What follows belongs to an exercise in optimizing a design on an open flow for small area and a short achievable clock period; a production flow would make more cautious choices.
No run shown here included a check of the RTL's function; only the layout flow was run.
Power is estimated from default activity; no workload was simulated. The clock port is modelled as an ideal driver; clocking choices that lean on that would not hold on a real chip.

$ cat design/flow/config.mk
export PLATFORM = sky130hd
export DESIGN_NAME = bbox_top
export DESIGN_NICKNAME = bbox_top
export VERILOG_FILES = /design/flow/design.v
export SDC_FILE = /design/flow/constraint.sdc
export NUM_CORES = 4
export LEC_CHECK = 0
export CAP_MARGIN = 20
export CORE_MARGIN = 2
export CORE_UTILIZATION = 60
export SETUP_SLACK_MARGIN = 5.0
export SLEW_MARGIN = 20
$ cat design/flow/constraint.sdc
create_clock -name core_clock -period 7.5 [get_ports {clk}]
set_input_delay 1.5000 -clock core_clock [delete_from_list [all_inputs] [get_ports {clk}]]
set_output_delay 1.5000 -clock core_clock [all_outputs]
set_load 0.01 [all_outputs]
$ cat design/flow/design.v
package bbox_pkg;
    localparam int COORD_W = 24;
    localparam int RADIX = 10;
    localparam int MSAA_SHIFT = RADIX - 3;
    localparam int NUM_VERTS = 3;
    typedef logic signed [COORD_W-1:0] coord_t;
    typedef logic [3:0] msaa_t;
    function automatic logic less17(input logic [16:0] a, input logic [16:0] b);
        logic [16:0] lt, gt;
        lt = ~a & b;
        gt = a & ~b;
        for (int step = 1; step < 17; step = step * 2) begin
            for (int i = 0; i + step < 17; i = i + 2 * step) begin
                lt[i] = lt[i+step] | (~gt[i+step] & lt[i]);
                gt[i] = gt[i+step] | (~lt[i+step] & gt[i]);
            end
        end
        less17 = lt[0];
    endfunction
    function automatic logic less16(input logic [15:0] a, input logic [15:0] b);
        logic [15:0] lt, gt;
        lt = ~a & b;
        gt = a & ~b;
        for (int step = 1; step < 16; step = step * 2) begin
            for (int i = 0; i + step < 16; i = i + 2 * step) begin
                lt[i] = lt[i+step] | (~gt[i+step] & lt[i]);
                gt[i] = gt[i+step] | (~lt[i+step] & gt[i]);
            end
        end
        less16 = lt[0];
    endfunction
endpackage
module bbox_extent (
    input  logic [3*17-1:0] x,         
    output logic [2:0]      min_sel,
    output logic [2:0]      max_sel
);
    logic [16:0] x0, x1, x2;
    logic        l01, l02, l12;
    assign x0 = x[0*17 +: 17] ^ 17'h10000;
    assign x1 = x[1*17 +: 17] ^ 17'h10000;
    assign x2 = x[2*17 +: 17] ^ 17'h10000;
    assign l01 = bbox_pkg::less17(x0, x1);
    assign l02 = bbox_pkg::less17(x0, x2);
    assign l12 = bbox_pkg::less17(x1, x2);
    assign min_sel[0] = l01 & l02;
    assign min_sel[1] = ~min_sel[0] & l12;
    assign min_sel[2] = ~min_sel[0] & ~l12;
    assign max_sel[0] = ~l01 & ~l02;
    assign max_sel[1] = ~max_sel[0] & ~l12;
    assign max_sel[2] = ~max_sel[0] & l12;
endmodule
module bbox_snap (
    input  logic [3:0] msaa,
    output logic [2:0] keep     
);
    assign keep = 3'd0 - msaa[2:0];
endmodule
module bbox_clip (
    input  logic [3*17-1:0]              x,         
    input  logic [2:0]                   min_sel,
    input  logic [2:0]                   max_sel,
    input  logic [2:0]                   keep,      
    input  logic [bbox_pkg::COORD_W-2:0] lim,       
    output logic [15:0]                  lo,        
    output logic [bbox_pkg::COORD_W-2:0] hi,        
    output logic                         on_screen
);
    logic [16:0] xmin, xmax;
    logic [15:0] fmin, fmax, lim_hi;
    logic        min_gt, max_gt, min_neg, max_neg;
    always_comb begin
        xmin = '0;
        xmax = '0;
        for (int v = 0; v < 3; v++) begin
            if (min_sel[v]) xmin = xmin | x[v*17 +: 17];
            if (max_sel[v]) xmax = xmax | x[v*17 +: 17];
        end
    end
    assign min_neg = xmin[16];
    assign max_neg = xmax[16];
    assign fmin    = {xmin[15:3], xmin[2:0] & keep};
    assign fmax    = {xmax[15:3], xmax[2:0] & keep};
    assign lim_hi = lim[bbox_pkg::COORD_W-2:7];
    assign min_gt = ~min_neg & bbox_pkg::less16(lim_hi, fmin);
    assign max_gt = ~max_neg & bbox_pkg::less16(lim_hi, fmax);
    assign lo        = min_neg ? 16'b0 : fmin;
    assign hi        = max_gt ? lim : {fmax, 7'b0};
    assign on_screen = ~min_gt & ~max_neg;
endmodule
module bbox_pipe #(
    parameter int DW = 1
) (
    input  logic          clk,
    input  logic          rst_n,
    input  logic          stall,
    input  logic          valid_d,
    input  logic [DW-1:0] data_d,
    output logic          valid_q,
    output logic [DW-1:0] data_q
);
    always_ff @(posedge clk) begin
        if (!rst_n) begin
            valid_q <= 1'b0;
        end else if (!stall) begin
            valid_q <= valid_d;
        end
    end
    always_ff @(posedge clk) begin
        if (!stall) begin
            data_q <= data_d;
        end
    end
endmodule
module bbox_top (
    input  logic          clk,
    input  logic          rst_n,
    input  logic [143:0]  tri_in,
    input  logic          tri_valid,
    input  logic          stall,
    input  logic [47:0]   screen,
    input  logic [3:0]    msaa,
    output logic [143:0]  tri_out,
    output logic [95:0]   box,
    output logic          box_valid
);
    localparam int W = bbox_pkg::COORD_W;
    logic [2:0]   keep_in;
    logic         v0;
    logic [143:0] t0;
    logic [45:0]  s0;
    logic [2:0]   k0;
    bbox_snap u_snap (
        .msaa (msaa),
        .keep (keep_in)
    );
    bbox_pipe #(.DW(144 + 46 + 3)) u_s0 (
        .clk     (clk),
        .rst_n   (rst_n),
        .stall   (stall),
        .valid_d (tri_valid & ~screen[W-1] & ~screen[2*W-1]),
        .data_d  ({tri_in, screen[W +: W-1], screen[0 +: W-1], keep_in}),
        .valid_q (v0),
        .data_q  ({t0, s0, k0})
    );
    function automatic logic [3*17-1:0] verts(input logic [143:0] t, input int ax);
        for (int v = 0; v < 3; v++) begin
            verts[v*17 +: 17] = t[(v*2+ax)*W+7 +: 17];
        end
    endfunction
    logic [5:0] min_sel_d, max_sel_d;
    for (genvar a = 0; a < 2; a++) begin : g_order
        logic [3*17-1:0] x;
        assign x = verts(t0, a);
        bbox_extent u_extent (
            .x       (x),
            .min_sel (min_sel_d[a*3 +: 3]),
            .max_sel (max_sel_d[a*3 +: 3])
        );
    end
    logic         v1;
    logic [143:0] t1;
    logic [45:0]  s1;
    logic [2:0]   k1;
    logic [5:0]   min_sel1, max_sel1;
    bbox_pipe #(.DW(144 + 46 + 3 + 12)) u_s1 (
        .clk     (clk),
        .rst_n   (rst_n),
        .stall   (stall),
        .valid_d (v0),
        .data_d  ({t0, s0, k0, min_sel_d, max_sel_d}),
        .valid_q (v1),
        .data_q  ({t1, s1, k1, min_sel1, max_sel1})
    );
    logic [1:0]  on_screen;
    logic [31:0] lo_d;
    logic [45:0] hi_d;
    for (genvar a = 0; a < 2; a++) begin : g_box
        logic [3*17-1:0] x;
        assign x = verts(t1, a);
        bbox_clip u_clip (
            .x         (x),
            .min_sel   (min_sel1[a*3 +: 3]),
            .max_sel   (max_sel1[a*3 +: 3]),
            .keep      (k1),
            .lim       (s1[a*(W-1) +: W-1]),
            .lo        (lo_d[a*16 +: 16]),
            .hi        (hi_d[a*(W-1) +: W-1]),
            .on_screen (on_screen[a])
        );
    end
    logic         v2;
    logic [143:0] t2;
    logic [31:0]  lo2;
    logic [45:0]  hi2;
    bbox_pipe #(.DW(144 + 32 + 46)) u_s2 (
        .clk     (clk),
        .rst_n   (rst_n),
        .stall   (stall),
        .valid_d (v1 & (&on_screen)),
        .data_d  ({t1, lo_d, hi_d}),
        .valid_q (v2),
        .data_q  ({t2, lo2, hi2})
    );
    assign tri_out   = t2;
    assign box_valid = v2;
    for (genvar a = 0; a < 2; a++) begin : g_out
        assign box[a*W +: W]     = {1'b0, lo2[a*16 +: 16], 7'b0};
        assign box[(2+a)*W +: W] = {1'b0, hi2[a*(W-1) +: W-1]};
    end
endmodule
$ cat design/flow/flow/run.sh
#!/bin/bash
cp standard.sh standard_sh.txt
export ADDER_MAP_FILE=
export BUFFER_PORTS_ARGS="-buffer_cell sky130_fd_sc_hd__buf_1"
export CTS_EXTRA="-sink_clustering_size 30 -sink_clustering_max_diameter 100"
export CTS_ARGS="-sink_clustering_enable -repair_clock_nets -dont_use_dummy_load -buf_list {sky130_fd_sc_hd__clkbuf_4 sky130_fd_sc_hd__clkbuf_8 sky130_fd_sc_hd__clkbuf_16} ${CTS_EXTRA:-}"
export PRE_RESIZE_TCL=$PWD/flow/pre_resize.tcl
bash standard.sh > standard.log 2>&1
$ cat design/flow/flow/pre_resize.tcl
# Limit fanout so repair_design builds buffer trees for wide nets (stall)
set_max_fanout 20 [current_design]
$ cat design/flow/standard.sh
#!/bin/bash
# synth_recipe.tcl (not shown) runs the flow's synth.tcl, then flattens the netlist and writes it again
# the make line also repeats each setting of config.mk as NAME=value (left out here)
make -C /OpenROAD-flow-scripts/flow DESIGN_CONFIG=/design/flow/config.mk WORK_HOME=/design/flow/orfs CLKGATE_MAP_FILE= SYNTH_SCRIPT=/design/flow/synth_recipe.tcl "${@:-finish}"
==> reports/qor.yml, run 1 <==
cts_inserted_buffers: 24
period_needed_ps: 3210
synth_cell_types: 70
rows: 72
hold_path_class: "register to register"
avgViaCountPerCell: 5.78
rsz0062_at_grt: "yes"
wl_per_cell_um: 22.4
layout.cells.non_filler: 2516
cp_max_fo: 8
tns_ps: 0
critPathTopFamily: "compound AO/OA/AOI/OAI gates"
syn_inst: 1361
skew_ps: 23.6
worstMarginPinSlew_ps: 958
cts_max_level: 1
peakVddDrop_mv: 0.247
cts.reportedPaths.clkPinSlew_ps: 110
leakagePower_nw: 11.1
grt_pass1_wl_um: 80100
dieArea_um2: 40600
pre_cts_slack_ps: -2080
ant_nets: 0
io_buffers: 421
hpwl_um: 38200
routed_wl_um: 56400
gp_congestion: 0.903
required_ps: 7830
stdcell_area_um2: 29600
synthFlopType: "edfxtp_1"
status: "no timing/DRC/antenna violations"
finalHoldViolations: 0
groute.usage.overall: 0.263
critPathSlowestCell: "a222oi_1"
cts_tree: "yes"
path_buf_inv: 1
cts.sinks: 623
grt_overflow: 0
period_share: 0.427
layout_setup_ws_ps: 4290
cts_max_path_buffers: 3
syn-cell-area_um2: 23400
hold_buffers: 0
max_stage_delay_ps: 730
grt_pass1_vias: 13584
dp_cells: 2316
min_from: "u_s1.data_q[64]"
fmax_ghz: 0.312
drc_errors: 0
yosysSeqAreaShare: 0.799
die_x_um: 201
cpMostUsedCell: "maj3_2"
syn_area_per_cell_um2: 17.2
die_y_um: 201
ioPinCount: 441
coreArea_um2: 38600
area_growth_pct: 26.5
setup_viol: 0
layout.nets: 2197
powerDensity_nw_per_um2: 243
cp-end-kind: "register"
layout-drive-gt1-share: 0.254
crit_path_cell_trace: "a222oi_1 -> maj3_2 -> nor2_2 -> nor4_2 -> maj3_2 -> a22oi_4 -> nor2_4 -> buf_12 -> mux2_4"
drt_iter0_drc: 1398
timing.rr.start: "u_s1.data_q[3]"
synth_edf_count: 620
placed_area_um2: 25900
worst-setup-path-type: "register to register"
start_util: 0.606
num_vias: 14553
synthArstFlopShare: 0
grt_max_degree: 31
relSlewSlack: 0.362
maxCapViolCount: 0
maxSlewViolCount: 0
cts_root_buffer: "clkbuf_16"
yosys_warnings: 6
startpoint: "u_s1.data_q[3]"
arrival_ps: 3540
worstSkewPairLatency_ps: 580
start_kind: "register"
synth-seq-cells: 623
first_pass_iters: 9
antenna_found_initial: 4
## worst reg2reg max path, delay by kind of cell, from the launching register on
family | cells | cell delay (ps)
adder cells (fa/ha/maj) | 2 | 670
buffers and inverters | 1 | 160
flip-flops | 1 | 560
AND/OR/NAND/NOR | 3 | 440
AO/OA/AOI/OAI | 2 | 840
multiplexers | 1 | 300
## state kept, by name, indices dropped and copies added, names as in the netlist
| signal | flops |
|---|---|
| u_s1.valid_q | 1 |
| u_s0.valid_q | 1 |
| u_s2.data_q | 222 |
| u_s0.data_q | 193 |
| u_s1.data_q | 205 |
| u_s2.valid_q | 1 |
## what timing repair did
item | in CTS | in global routing
endpoints found under the hold margin | 0 | 0
gates resized for setup | 266 | 371
endpoints found under the setup margin | 883 | 767
cloned | 26 | 9
buffers inserted | 88 | 50
pin swaps | 21 | 44
## worst paths after layout
kind | endpoint | slack, ps | cells past startpoint
setup / recovery | u_s2.data_q[44] | 4290 | 9
hold / removal | u_s2.data_q[81] | 410 | 0
setup reg to reg | u_s2.data_q[44] | 4290 | 9
hold reg to reg | u_s2.data_q[81] | 410 | 0
## where the power goes
| group | internal (mW) | leakage [nW] | switching (mW) |
|---|---|---|---|
| registers | 4.19 | 6.12 | 0.183 |
| clock network | 0.578 | 0.296 | 0.940 |
| logic | 0.614 | 4.67 | 0.696 |
| total | 5.38 | 11.1 | 1.82 |
## metal layers
layer  wire length, um  track usage
met5                29            0
met4              2000       0.0919
met3              5710       0.0617
met2             26400        0.411
met1             22300        0.370
## stage by stage
| stage | total power [mW] | utilization | hold WS [ps] |
|---|---|---|---|
| after global placement | 5.29 | 0.662 | 400 |
| final | 7.20 | 0.767 | 405 |
| after detailed placement | 5.34 | 0.671 | 405 |
| after floorplan | 5.03 | - | 400 |
| after global routing | 7.44 | 0.767 | 415 |
| after CTS | 7.01 | 0.733 | 406 |
## Yosys cell counts, types with 20 or more instances
master / number / area (um^2)
nand2b_1: 28 / 175
maj3_1: 46 / 460
o21ai_0: 27 / 135
edfxtp_1: 620 / 18600
nor2_1: 87 / 327
inv_1: 94 / 353
nor3_1: 20 / 100
nand2_1: 60 / 225
nor2b_1: 31 / 194
a222oi_1: 59 / 591
a21oi_1: 35 / 175
buf_4: 21 / 158
mux2i_1: 21 / 210
## cell families (layout without fill, tap and decap cells)
logic type	count (synthesis)	in the layout	synth area share
and+or+nand+nor	259	259	0.0529
other	1	21	0.000160
adders and majority gates	55	55	0.0240
DFF	623	623	0.799
buffers and inverters	143	760	0.0277
xor gates and xnor gates	2	2	0.000750
muxes	27	27	0.0125
AOI/OAI and AO/OA	251	251	0.0829
## layout by cell type (no fill, tap or decap), drive strengths merged, types with 18 or more instances in the layout
| master | n |
|---|---|
| maj3 | 55 |
| edfxtp | 620 |
| a222oi | 59 |
| conb | 18 |
| o21ai | 32 |
| inv | 94 |
| nor2 | 88 |
| nor3 | 21 |
| mux2i | 21 |
| clkbuf | 213 |
| nor2b | 31 |
| a21oi | 35 |
| nand2b | 28 |
| nand2 | 60 |
| buf | 445 |
## cell type report
cell class	instances	area [um^2]
antenna	3	7.51
clock buffer	24	601
timing repair inverter	1	5.00
tap	518	648
timing repair buffer	640	4840
multi-input combinational	612	4440
sequential	623	18700
fill	2335	8980
inverter	95	360
==> inputs of run 2 (changes only) <==
==> design/flow/flow/pre_resize.tcl (replaced) <==
# Limit fanout so repair_design builds buffer trees for wide nets (stall)
set_max_fanout 20 [current_design]
# Keep the output port buffers at their minimum size
set_dont_touch [get_cells output*]
==> run 2 against run 1 <==
  * Cell count did not move
  * Clock power barely moved
  * Global-route usage did not move
  * Hold slack barely moved
  * Non-clock buffer count did not move
  * Sequential share of layout area rose by 0.70 points
  * First-iteration DRC count rose by 14%
  * Synthesized cell count did not move
  * Via count rose by 0.36%
  * Combinational power fell by 3%
  * Register-to-register slack improved by 30 ps
  * Largest power group unchanged
==> reports/qor.yml, run 2 <==
synth.area.top_cells: "edfxtp_1 80%, a222oi_1 2.5%, maj3_1 2.0%"
worst-setup-path-type: "register to register"
grt_max_degree: 31
period_share: 0.424
wl_per_cell_um: 22.4
grt_overflow: 0
synth_edf_count: 620
finalHoldViolations: 0
leakagePower_nw: 10.5
groute.usage.overall: 0.263
cp-end-kind: "register"
routed_wl_um: 56300
maxCapViolCount: 0
dieArea_um2: 40600
ys_top_cells_by_count: "620 x edfxtp_1, 94 x inv_1, 87 x nor2_1"
peakVddDrop_mv: 0.250
yosys_warnings: 6
seqPwrFrac: 0.610
synth_cell_types: 70
p_int_mw: 5.34
arrival_ps: 3510
hold_buffers: 0
cts_root_buffer: "clkbuf_16"
antenna_found_initial: 4
worstSkewPairLatency_ps: 580
cp_max_fo: 8
whs_endpoint: "u_s2.data_q[81]"
powerDensity_nw_per_um2: 245
setup_viol: 0
synthArstFlopShare: 0
r2r_slack_ps: 4320
avgViaCountPerCell: 5.80
layout.nets: 2197
swShare: 0.253
cts_inserted_buffers: 24
layout-drive-gt1-share: 0.156
pre_cts_slack_ps: -2080
yosysSeqAreaShare: 0.799
maxSlewViolCount: 0
required_ps: 7830
die_x_um: 201
power_mw: 7.16
final_cell_mix: "620 x edfxtp_1, 420 x buf_1, 103 x buf_4"
cts_max_level: 1
first_pass_iters: 11
drt_iter0_drc: 1598
area_growth_pct: 25.1
num_vias: 14605
regMostFlops: "u_s2.data_q"
synth-seq-cells: 623
layout_setup_ws_ps: 4320
hpwl_um: 38200
ant_nets: 0
rows: 72
syn_inst: 1361
grt_pass1_vias: 13584
timing.rr.start: "u_s1.data_q[3]"
crit-reg2reg-capture: "u_s2.data_q[44]"
synth_top_cell_area_share: 0.796
p_switching_mw: 1.81
yosysTopAreaCell: "edfxtp_1"
rsz0062_at_grt: "yes"
hold_path_class: "register to register"
syn-cell-area_um2: 23400
status: "no timing/DRC/antenna violations"
cts_tree: "yes"
grt_pass1_wl_um: 80100
cts.sinks: 623
clockPowerShare: 0.212
ioPinCount: 441
synth_most_common_cell: "edfxtp_1"
skew_ps: 24.7
drc_errors: 0
final_common_cell: "edfxtp_1"
largest_register_ffs: 222
syn_area_per_cell_um2: 17.2
largestRegisters: "u_s2.data_q: 222 flops, u_s1.data_q: 205 flops, u_s0.data_q: 193 flops"
start_kind: "register"
hold_path_depth: 0
relSlewSlack: 0.351
io_buffers: 421
fmax_ghz: 0.315
reg2reg_depth: 12
min_from: "u_s1.data_q[64]"
worstMarginPinSlew_ps: 973
cts.reportedPaths.clkPinSlew_ps: 110
fin_util: 0.759
cts_max_path_buffers: 3
period_needed_ps: 3180
coreArea_um2: 38600
gp_congestion: 0.903
start_util: 0.606
synthFlopType: "edfxtp_1"
die_y_um: 201
p_comb_frac: 0.178
[run 2: cell counts after synthesis]
Identical to the previous run, type by type.
[run 2: cell type report]
cell class / instances / area [um^2]
timing repair buffer: 640 / 4510
inverter: 95 / 360
multi-input combinational: 612 / 4440
tap: 518 / 648
clock buffer: 24 / 601
timing repair inverter: 1 / 5.00
antenna: 3 / 7.51
sequential: 623 / 18700
fill: 2344 / 9310
[run 2: what timing repair did]
| action | 4_1_cts | 5_1_grt |
|---|---|---|
| gates cloned | 26 | 9 |
| pin swaps | 21 | 44 |
| setup endpoints to repair | 883 | 767 |
| buffers inserted | 88 | 50 |
| gates resized for setup | 266 | 131 |
[run 2: power by group through the flow]
stage	Sequential, mW	Clock, mW	Combinational [mW]
CTS	4.37	1.55	1.09
global placement	4.47	0	0.822
global route	4.39	1.65	1.36
detailed placement	4.48	0	0.861
finish	4.37	1.52	1.27
floorplan	4.48	0	0.552
[run 2: layer usage]
metal / global-route usage / wire (um) / vias to the layer above
li1: - / - / 6594
met5: 0 / 29 / -
met1: 0.370 / 22200 / 7063
met3: 0.0617 / 5880 / 112
met2: 0.411 / 26000 / 832
met4: 0.0919 / 2090 / 4
[run 2: worst max-delay path: stages (launching register included)]
cell,delay [ps]
edfxtp_1,560
buf_6,200
a222oi_1,400
nor2b_1,140
buf_4,160
buf_6,100
o211ai_1,160
nor2_1,80
o211ai_1,370
a22oi_4,160
nor2_4,140
buf_12,160
mux2_4,300
[run 2: metrics by stage]
step / hold WS, ps / setup TNS, ps / cells / instance area, um^2
global placement: 400 / 0 / 2281 / 25500
CTS: 406 / 0 / 2454 / 28300
detailed placement: 405 / -150030 / 2316 / 25900
floorplan: 400 / -2235760 / 1378 / 23500
global route: 415 / 0 / 2513 / 29200
finish: 406 / 0 / 2516 / 29300
[run 2: cell families (layout without fill, tap and decap cells)]
family / count (synthesis) / in the layout / synth area share
and+or+nand+nor: 259 / 259 / 0.0529
adders and majority gates: 55 / 55 / 0.0240
DFF: 623 / 623 / 0.799
buffers and inverters: 143 / 760 / 0.0277
xor gates and xnor gates: 2 / 2 / 0.000750
muxes: 27 / 27 / 0.0125
other: 1 / 21 / 0.000160
AOI/OAI and AO/OA: 251 / 251 / 0.0829
[run 2: worst max path at each step]
stage | endpoint | slack [ps] | start
2_1_floorplan | u_s0.data_q[0] | -3600 | stall
3_3_place_gp | u_s0.data_q[137] | 3360 | stall
3_5_place_dp | u_s0.data_q[74] | -2080 | stall
4_1_cts | u_s2.data_q[37] | 4300 | u_s1.data_q[3]
5_1_grt | u_s2.data_q[44] | 4180 | u_s1.data_q[3]
6_report | u_s2.data_q[44] | 4320 | u_s1.data_q[3]

-- afterwards: timing with drivers on the ports --
The flow's constraints put no driver on any port. The routed layouts listed below were extracted and timed again, unchanged, in two steps.
Step 1: set_driving_cell puts a clkbuf_16 on clk and a buf_2 on each other input, an assumption about the parent block.
Step 2 also shifts input and output timing later by t, the mid clock arrival at the registers, as if the neighbouring blocks saw the same clock.
Slacks: ideal ports / drivers / drivers and shift; pairs: ideal ports / drivers.
| run | shift t [ns] | setup slack, ns | clock arrival spread, ns | worst register clock-pin slew, ns | pins driven straight from the clock port |
|---|---|---|---|---|---|
| run 1 | 0.625 | 4.294 / 4.294 / 4.041 | 0.024 / 0.024 | 0.12 / 0.12 | 1 |
| run 2 | 0.625 | 4.323 / 4.323 / 4.043 | 0.027 / 0.026 | 0.11 / 0.11 | 1 |
After both steps every run listed still meets setup and hold. The setup slack of run 2, which loses most, moves by 0.000 ns with the drivers and by -0.280 ns with both steps.
